This design comes from an exercise in tuning for small area on the open sky130 flow, not from production work.
Function was checked by simulation only, so behaviour that the tests miss may differ from the original.
Power and IR drop assume default switching activity.

==> flow/design.v <==
package csa_pkg;
	localparam int PKT_BYTES = 188;
	localparam int CW_BYTES = 9;
	localparam int SCRAMBLE_HDR_IDX = 3;
	typedef logic [7:0] byte_t;
	typedef logic [1:0] scram_ctrl_t;
	typedef union packed
	{
		byte_t raw;
		struct packed
		{
			scram_ctrl_t sc;
			logic [1:0] afc;
			logic [3:0] cc;
		} f;
	} ts_hdr3_u;
endpackage
module cw_ctrl_reg
#(
	parameter int CW_BYTES = csa_pkg::CW_BYTES
)
(
	input logic clk,
	input logic rst,
	input logic cw_valid,
	input csa_pkg::byte_t cw_byte,
	output logic cw_first,
	output csa_pkg::scram_ctrl_t scram_ctrl
);
	logic [3:0] cw_idx;
	assign cw_first = cw_valid && (cw_idx == '0);
	always_ff @(posedge clk)
	begin
		if (rst)
			cw_idx <= '0;
		else if (cw_valid)
			cw_idx <= {cw_idx[2:0], !cw_idx[1] && (cw_idx[0] == cw_idx[3])};
	end
	always_ff @(posedge clk)
	begin
		if (rst)
			scram_ctrl <= '0;
		else if (cw_first)
			scram_ctrl <= {cw_byte[1], cw_byte[1] & cw_byte[0]};
	end
endmodule
module ts_pkt_buffer
#(
	parameter int PKT_BYTES = csa_pkg::PKT_BYTES
)
(
	input logic clk,
	input logic rst,
	input logic ts_valid,
	input csa_pkg::byte_t ts_byte,
	input logic rd_run,
	input logic hdr3,
	input csa_pkg::scram_ctrl_t sc,
	output csa_pkg::byte_t head
);
	localparam int G = 4;
	localparam int NG = PKT_BYTES / G;
	localparam int LAST = PKT_BYTES - G;
	csa_pkg::byte_t ring [PKT_BYTES];
	csa_pkg::byte_t dly [1:3];
	logic [3:1] pend;
	logic [2:0] phi;
	logic [2:0] phi_next;
	logic [1:0] tap;
	logic flip;
	logic shift;
	csa_pkg::byte_t ins;
	csa_pkg::byte_t tap_byte;
	csa_pkg::scram_ctrl_t sc_d;
	always_comb
	begin
		if (pend[3])
			ins = dly[3];
		else if (pend[2])
			ins = dly[2];
		else if (pend[1])
			ins = dly[1];
		else
			ins = ts_byte;
	end
	assign shift = (phi[1:0] == 2'd0) && (ts_valid || (|pend) || rd_run);
	assign phi_next = shift ? phi : phi + 3'd1;
	always_ff @(posedge clk)
	begin
		ring[0] <= ~(shift ? (ins ^ {8{phi[2]}}) : ring[G-1]);
		for (int g = 1; g < NG; g++)
			ring[G*g] <= ~(shift ? ring[G*g-1] : ring[G*g+G-1]);
		for (int g = 0; g < NG; g++)
			for (int j = 1; j < G; j++)
				ring[G*g+j] <= ring[G*g+j-1];
	end
	always_ff @(posedge clk)
	begin
		dly[1] <= ts_byte;
		dly[2] <= dly[1];
		dly[3] <= dly[2];
		sc_d <= sc;
	end
	always_ff @(posedge clk)
	begin
		if (rst)
		begin
			phi <= '0;
			pend <= '0;
		end
		else
		begin
			phi <= phi_next;
			pend[1] <= ts_valid && !(shift && !(|pend));
			pend[2] <= pend[1] && !(shift && !pend[3] && !pend[2]);
			pend[3] <= pend[2] && !(shift && !pend[3]);
		end
	end
	always_ff @(posedge clk)
	begin
		if (!rd_run)
		begin
			tap <= phi_next[1:0] + 2'd3;
			flip <= phi_next[2] ^ (phi_next[1:0] == 2'd0);
		end
	end
	always_comb
	begin
		case (tap)
			2'd0: tap_byte = ring[LAST];
			2'd1: tap_byte = ring[LAST+1];
			2'd2: tap_byte = ring[LAST+2];
			default: tap_byte = ring[LAST+3];
		endcase
		tap_byte = tap_byte ^ {8{flip}};
	end
	always_comb
	begin
		head = tap_byte;
		if (hdr3 && sc_d[1])
			head[7:6] = sc_d;
	end
endmodule
module ts_readout
#(
	parameter int PKT_BYTES = csa_pkg::PKT_BYTES
)
(
	input logic clk,
	input logic rst,
	input logic ts_valid,
	output logic hdr3,
	output logic pkt_valid,
	output logic finish_pkt
);
	localparam logic [8:0] RX_BASE = 9'(512 - (PKT_BYTES + 192));	 
	localparam logic [8:0] BUSY_BASE = RX_BASE + 9'(PKT_BYTES);		 
	logic [8:0] cnt;
	logic busy;
	logic wrap;
	assign busy = cnt[8] && (cnt[7] || cnt[6]);
	assign wrap = &cnt;
	assign pkt_valid = busy && !wrap && (cnt[8:2] != BUSY_BASE[8:2] || (cnt[1] && cnt[0]));
	assign hdr3 = (cnt == BUSY_BASE + 9'd6);
	always_ff @(posedge clk)
	begin
		if (rst)
		begin
			cnt <= RX_BASE;
			finish_pkt <= 1'b0;
		end
		else
		begin
			finish_pkt <= wrap;
			if (ts_valid || busy)
				cnt <= (cnt + 1'b1) | (wrap ? RX_BASE : 9'd0);
		end
	end
endmodule
module frame_out_mux
(
	input logic clk,
	input logic rst,
	input logic pkt_valid,
	input csa_pkg::byte_t pkt_byte,
	input logic cnt_valid,
	input csa_pkg::byte_t cnt_byte,
	input logic pid_valid,
	input csa_pkg::byte_t pid_byte,
	input logic gbe_valid,
	input csa_pkg::byte_t gbe_byte,
	input logic port_valid,
	input csa_pkg::byte_t port_byte,
	input logic cw_valid,
	input csa_pkg::byte_t cw_byte,
	input logic cw_first,
	output logic out_valid,
	output csa_pkg::byte_t out_byte
);
	logic any_valid;
	logic sel_pkt, sel_cnt, sel_pid, sel_gbe, sel_port, sel_cw;
	csa_pkg::byte_t cw_out;
	csa_pkg::byte_t sel_byte;
	assign cw_out = cw_first ? {7'b0, cw_byte[1]} : cw_byte;
	assign any_valid = pkt_valid | cnt_valid | pid_valid | gbe_valid | port_valid
		| cw_valid;
	assign sel_pkt = pkt_valid;
	assign sel_cnt = !pkt_valid && cnt_valid;
	assign sel_pid = !pkt_valid && !cnt_valid && pid_valid;
	assign sel_gbe = !pkt_valid && !cnt_valid && !pid_valid && gbe_valid;
	assign sel_port = !pkt_valid && !cnt_valid && !pid_valid && !gbe_valid && port_valid;
	assign sel_cw = !pkt_valid && !cnt_valid && !pid_valid && !gbe_valid && !port_valid;
	assign sel_byte = ({8{sel_pkt}} & pkt_byte) | ({8{sel_cnt}} & cnt_byte)
		| ({8{sel_pid}} & pid_byte) | ({8{sel_gbe}} & gbe_byte)
		| ({8{sel_port}} & port_byte) | ({8{sel_cw}} & cw_out);
	always_ff @(posedge clk)
	begin
		if (rst)
			out_valid <= 1'b0;
		else
			out_valid <= any_valid;
	end
	always_ff @(posedge clk)
		out_byte <= sel_byte;
endmodule
module csa_frame_top
#(
	parameter int PKT_BYTES = csa_pkg::PKT_BYTES,
	parameter int CW_BYTES = csa_pkg::CW_BYTES
)
(
	input logic clk,
	input logic rst,
	input logic ts_valid,
	input csa_pkg::byte_t ts_byte,
	input logic cw_valid,
	input csa_pkg::byte_t cw_byte,
	input logic cnt_valid,
	input csa_pkg::byte_t cnt_byte,
	input logic pid_valid,
	input csa_pkg::byte_t pid_byte,
	input logic gbe_valid,
	input csa_pkg::byte_t gbe_byte,
	input logic port_valid,
	input csa_pkg::byte_t port_byte,
	output logic out_valid,
	output csa_pkg::byte_t out_byte,
	output logic finish_pkt
);
	logic hdr3;
	logic pkt_valid;
	csa_pkg::byte_t pkt_byte;
	logic cw_first;
	csa_pkg::scram_ctrl_t scram_ctrl;
	cw_ctrl_reg #(.CW_BYTES(CW_BYTES)) cw_ctrl_reg_inst
	(
		.clk(clk),
		.rst(rst),
		.cw_valid(cw_valid),
		.cw_byte(cw_byte),
		.cw_first(cw_first),
		.scram_ctrl(scram_ctrl)
	);
	ts_readout #(.PKT_BYTES(PKT_BYTES)) ts_readout_inst
	(
		.clk(clk),
		.rst(rst),
		.ts_valid(ts_valid),
		.hdr3(hdr3),
		.pkt_valid(pkt_valid),
		.finish_pkt(finish_pkt)
	);
	ts_pkt_buffer #(.PKT_BYTES(PKT_BYTES)) ts_pkt_buffer_inst
	(
		.clk(clk),
		.rst(rst),
		.ts_valid(ts_valid),
		.ts_byte(ts_byte),
		.rd_run(pkt_valid),
		.hdr3(hdr3),
		.sc(scram_ctrl),
		.head(pkt_byte)
	);
	frame_out_mux frame_out_mux_inst
	(
		.clk(clk),
		.rst(rst),
		.pkt_valid(pkt_valid),
		.pkt_byte(pkt_byte),
		.cnt_valid(cnt_valid),
		.cnt_byte(cnt_byte),
		.pid_valid(pid_valid),
		.pid_byte(pid_byte),
		.gbe_valid(gbe_valid),
		.gbe_byte(gbe_byte),
		.port_valid(port_valid),
		.port_byte(port_byte),
		.cw_valid(cw_valid),
		.cw_byte(cw_byte),
		.cw_first(cw_first),
		.out_valid(out_valid),
		.out_byte(out_byte)
	);
endmodule
==> flow/flow/run.sh <==
#!/bin/bash
# The standard ORFS layout (standard.sh) with three changes:
#  - synthesis maps the combinational logic with an area-oriented ABC
#    script (flow/abc_area.script); everything else in the synthesis,
#    including flip-flop mapping, flattening and renaming, is the standard flow's own
#  - port buffers use the smallest buffer cell
#  - CTS builds full leaf clusters of clkbuf_8 without dummy loads
# Each tool's output stays in orfs/logs; make's own output goes to
# standard.log.
set -uo pipefail
WORK=$PWD
FLOWDIR=$WORK/flow

# synth.tcl from ORFS, with the ABC call pointed at our script
sed 's|^\(\s*\)log_cmd abc {\*}$abc_args|\1lset abc_args 1 $::env(MY_ABC_SCRIPT)\n\1log_cmd abc {*}$abc_args|' \
	"$FLOW_HOME/scripts/synth.tcl" > "$WORK/my_synth.tcl"
grep -q 'MY_ABC_SCRIPT' "$WORK/my_synth.tcl" || { echo "could not patch synth.tcl"; exit 1; }
sed "s|source \$::env(SCRIPTS_DIR)/synth.tcl|source $WORK/my_synth.tcl|" \
	"$WORK/synth_recipe.tcl" > "$WORK/my_synth_recipe.tcl"
grep -q "my_synth.tcl" "$WORK/my_synth_recipe.tcl" || { echo "could not patch synth_recipe.tcl"; exit 1; }
sed "s|SYNTH_SCRIPT=[^ ]*|SYNTH_SCRIPT=$WORK/my_synth_recipe.tcl|" \
	"$WORK/standard.sh" > "$WORK/my_standard.sh"
grep -q "my_synth_recipe.tcl" "$WORK/my_standard.sh" || { echo "could not patch standard.sh"; exit 1; }

export MY_ABC_SCRIPT=$FLOWDIR/abc_area.script
export BUFFER_PORTS_ARGS="-buffer_cell sky130_fd_sc_hd__buf_1"
export CTS_ARGS="-sink_clustering_enable -repair_clock_nets -dont_use_dummy_load -buf_list sky130_fd_sc_hd__clkbuf_8 -sink_clustering_size 20 -sink_clustering_max_diameter 100"
bash "$WORK/my_standard.sh" > "$WORK/standard.log" 2>&1
==> flow/flow/abc_area.script <==
strash
dch
amap
strash
dch
amap
topo
stime -c
==> flow/standard.sh <==
#!/bin/bash
# synth_recipe.tcl (not shown) runs the flow's synth.tcl, then flattens the netlist and writes it again
# the make line also repeats each setting of config.mk as NAME=value (left out here)
make -C /OpenROAD-flow-scripts/flow DESIGN_CONFIG=/design/flow/config.mk WORK_HOME=/design/flow/orfs CLKGATE_MAP_FILE= SYNTH_SCRIPT=/design/flow/synth_recipe.tcl "${@:-finish}"
==> flow/config.mk <==
export PLATFORM = sky130hd
export DESIGN_NAME = csa_frame_top
export DESIGN_NICKNAME = csa_frame_top
export VERILOG_FILES = /design/flow/design.v
export SDC_FILE = /design/flow/constraint.sdc
export NUM_CORES = 4
export LEC_CHECK = 0
export CAP_MARGIN = 20
export CORE_MARGIN = 2
export CORE_UTILIZATION = 70
export SLEW_MARGIN = 20
==> flow/constraint.sdc <==
create_clock -name core_clock -period 5.0 [get_ports {clk}]
set_input_delay 1.0000 -clock core_clock [delete_from_list [all_inputs] [get_ports {clk}]]
set_output_delay 1.0000 -clock core_clock [all_outputs]
set_load 0.01 [all_outputs]
==> run summary <==
[worst paths after layout]
| path | start | end | cells after the start |
|---|---|---|---|
| max | ts_readout_inst.cnt[8]$_SDFFE_PP0P_ | ts_pkt_buffer_inst.ring[52][5]$_DFF_P_ | 8 |
| min | ts_pkt_buffer_inst.ring[9][7]$_DFF_P_ | ts_pkt_buffer_inst.ring[10][7]$_DFF_P_ | 0 |
| max reg2reg | ts_readout_inst.cnt[8]$_SDFFE_PP0P_ | ts_pkt_buffer_inst.ring[52][5]$_DFF_P_ | 8 |
| min reg2reg | ts_pkt_buffer_inst.ring[9][7]$_DFF_P_ | ts_pkt_buffer_inst.ring[10][7]$_DFF_P_ | 0 |
[critical path: stages, from the launching register on]
cell and delay (ns):
dfxtp_1 0.39, clkinv_2 0.09, or4_1 0.49, o211ai_1 0.75, clkinv_2 0.29, o41ai_4 0.73, inv_8 0.39, buf_12 0.39
o22ai_1 0.36
[routing by layer]
| metal | share of wire (%) | wire (um) |
|---|---|---|
| met5 | 0 | 0 |
| met2 | 42 | 19400 |
| met1 | 53 | 24500 |
| met4 | 2.2 | 1050 |
| met3 | 3.5 | 1620 |
[cell families (layout without fill, tap and decap cells)]
| group | after synthesis | count (layout) |
|---|---|---|
| DFF | 1564 | 1564 |
| AOI/OAI and AO/OA | 479 | 479 |
| and+or+nand+nor | 86 | 86 |
| buffers and inverters | 26 | 185 |
| adders and majority gates | 6 | 6 |
| other | 0 | 1 |
[registers in the layout, indices dropped and copies added, names as in the netlist]
signal	flops
ts_pkt_buffer_inst.ring	1504
ts_pkt_buffer_inst.dly	24
ts_readout_inst.cnt	9
frame_out_mux_inst.out_byte	8
cw_ctrl_reg_inst.cw_idx	4
ts_pkt_buffer_inst.pend	3
ts_pkt_buffer_inst.phi	3
cw_ctrl_reg_inst.scram_ctrl	2
ts_pkt_buffer_inst.sc_d	2
ts_pkt_buffer_inst.tap	2
frame_out_mux_inst.out_valid	1
ts_pkt_buffer_inst.flip	1
ts_readout_inst.finish_pkt	1
[synth_stat cells (2+ instances only)]
cell / count / area, um^2
dfxtp_1: 1561 / 31200
o22ai_1: 378 / 2360
nor2_1: 47 / 176
a21oi_1: 26 / 130
clkinv_1: 26 / 97.6
a22oi_1: 19 / 143
nand2_1: 19 / 71.3
a222oi_1: 17 / 170
o21ai_0: 16 / 80.1
ha_1: 6 / 75.1
a211oi_1: 5 / 37.5
nor3_1: 5 / 25.0
nand3_1: 4 / 20.0
a221o_1: 3 / 30.0
edfxtp_1: 3 / 90.1
nor2b_1: 3 / 18.8
a221oi_1: 2 / 17.5
a31oi_1: 2 / 12.5
o211ai_1: 2 / 15.0
or4_1: 2 / 15.0
[power breakdown]
group	leakage, nW	internal (mW)	switching [mW]	total (mW)
sequential	13.2	19.0	2.10	21.1
clock	0.633	1.60	3.27	4.86
combinational	1.03	1.18	1.38	2.56
total	14.9	21.8	6.75	28.5
[area by class of cell]
class | count | area share, %
Antenna cell | 1 | 0.00669
Clock buffer | 88 | 3.24
Inverter | 26 | 0.288
Multi-Input combinational cell | 571 | 9.52
Sequential cell | 1564 | 83.8
Tap cell | 664 | 2.22
Timing Repair Buffer | 71 | 0.874
==> results by group <==
Run status
  • Status: complete, no violations

Worst setup path
  • Data arrival, critical path: 4.80 ns
  • CP startpoint kind: register
  • Req. time, crit path: 5.59 ns
  • CP endpoint kind: register
  • Critical Path Fanout Max: 201
  • Reg2reg setup slack: 0.79 ns
  • Crit path kind: reg -> reg

Drt
  • Via count: 15.7k
  • Via/cell ratio: 5.24
  • Drt drc: 0
  • Drt total wl: 46600 um
  • Starting DRC count in detailed routing: 895
  • DR pass1 iterations: 10
  • WL/cell: 15.6 um
  • Final ANT Viol Nets: 0

Final layout
  • Fillers: 2981
  • Post-route cell area: 37400 um^2
  • Commonest cells after routing, fill and taps aside: dfxtp_1, o22ai_1, clkbuf_8
  • Final Core Density: 76.0%
  • Storage cell area: 31300 um^2
  • Count of non-filler cells in the finished layout: 2985
  • Nets: 2384
  • Share of layout cells above drive strength 1: 4.40%
  • Multi-input gate area: 3560 um^2
  • Layout area overhead: 6.92%
  • Commonest non-fill, non-tap cell in the layout: dfxtp_1

Global route
  • Gr usage total: 18.3%
  • Busiest grt layer: met1
  • Met3 Track Usage GR: 3.76%
  • Vias in the first global route: 15.6k
  • Remaining global-route overflow: 0
  • First-pass GRT wire length: 77300 um
  • Met2 usage: 26.8%
  • Initial antenna violation count: 1
  • M1 GR Usage: 27.7%
  • Largest net degree at the start of global routing: 202

STA
  • Unrepaired setup endpoints after global routing: no
  • Fin crit share: 84.2%
  • Period minus WS final: 4.21 ns
  • # setup viols final: 0
  • Slew headroom: 27.3%
  • Hold Slack: 0.259 ns
  • Post-layout worst setup margin: 0.789 ns
  • Peak Freq: 0.237 GHz
  • Least-Margin Pin Slew: 1.09 ns
  • Slew Viols, Final: 0
  • Clock Skew: 0.0603 ns
  • Setup TNS: 0 ns
  • Final Hold Fails: 0

Place
  • Final HPWL DP: 24700 um
  • Placer Congestion: 0.721
  • Placed cell areas: 36200 um^2
  • Placed cell count: 2896
  • Port Buffers: 65
  • Pre-CTS WS: 0.883 ns

Synth
  • Compound-Gate Fraction of Synth Area: 8.81%
  • Post-synth EDFFs: 3
  • Post-synthesis async set-or-reset flop share: 0%
  • Yosys warning total: 6
  • Post-synthesis mux area share: 0%
  • Synth Register Bits: 1564
  • Synthesized cell area: 35000 um^2
  • Synth Area in Simple Gates: 1.05%
  • Main combinational cell family by area after synthesis: compound AO/OA/AOI/OAI gates
  • Synthesized-area fraction occupied by adder cells: 0.215%
  • XOR/XNOR Fraction of Synth Area: 0%
  • Synth Instances: 2161
  • Net count after synthesis: 2223
  • Netlist cell types: 35
  • Mapped Avg Cell Area: 16.2 um^2
  • Sequential-to-total area share from yosys stat: 89.6%
  • Most used DFF post-synth: dfxtp_1

Clock network
  • CTS tree: done
  • H-Tree Depth: 3
  • Number of post-CTS setup repair buffers: 0
  • Root buf cell: clkbuf_8
  • Clock transition at path regs: 0.11 ns
  • Max Root-Sink Buffers: 3
  • CTS buffer count: 88
  • Post-CTS sizing: 0
  • Worst-Skew Late Latency: 0.68 ns
  • Post-CTS Hold Buffers: 0
  • Num Clock Sinks: 1564

Floorplanning
  • Core Area: 49200 um^2
  • Die ar.: 51700 um^2
  • Die X-Extent: 227 um
  • Number of placement rows: 81
  • Die height: 227 um
  • Initial core utilization: 71.1%
  • IO Count: 66

Power
  • Design Power: 28.5 mW
  • Worst VDD drop: 466 uV
  • Pwr Density: 763 nW/um^2
  • Static Leak: 14.9 nW

Run
  • Max-cap violation count: 0

Min path
  • Worst min path class: reg -> reg

## what the ideal ports hide
The results above use ideal ports. As a check the final layout listed here was re-extracted and re-timed, cells and wires unchanged.
Step 1, drivers: a clkbuf_16 drives clk and a buf_2 each remaining input, both assumed.
Step 2 moves the port delays by t, midway between the first and last clock arrival at a register: inputs arrive t later, outputs are due t later. That takes back most of the time a late clock gives input paths.
a / b / c = ideal ports / drivers / drivers and shift; a / b = the first two.
t, ns: 0.705
setup slack, ns: 0.789 / 0.789 / 0.789
cell pins on the clock port's net: 1
After both steps this run still meets setup and hold. The setup slack of this run moves by 0.000 ns with the drivers and by 0.000 ns with both steps.
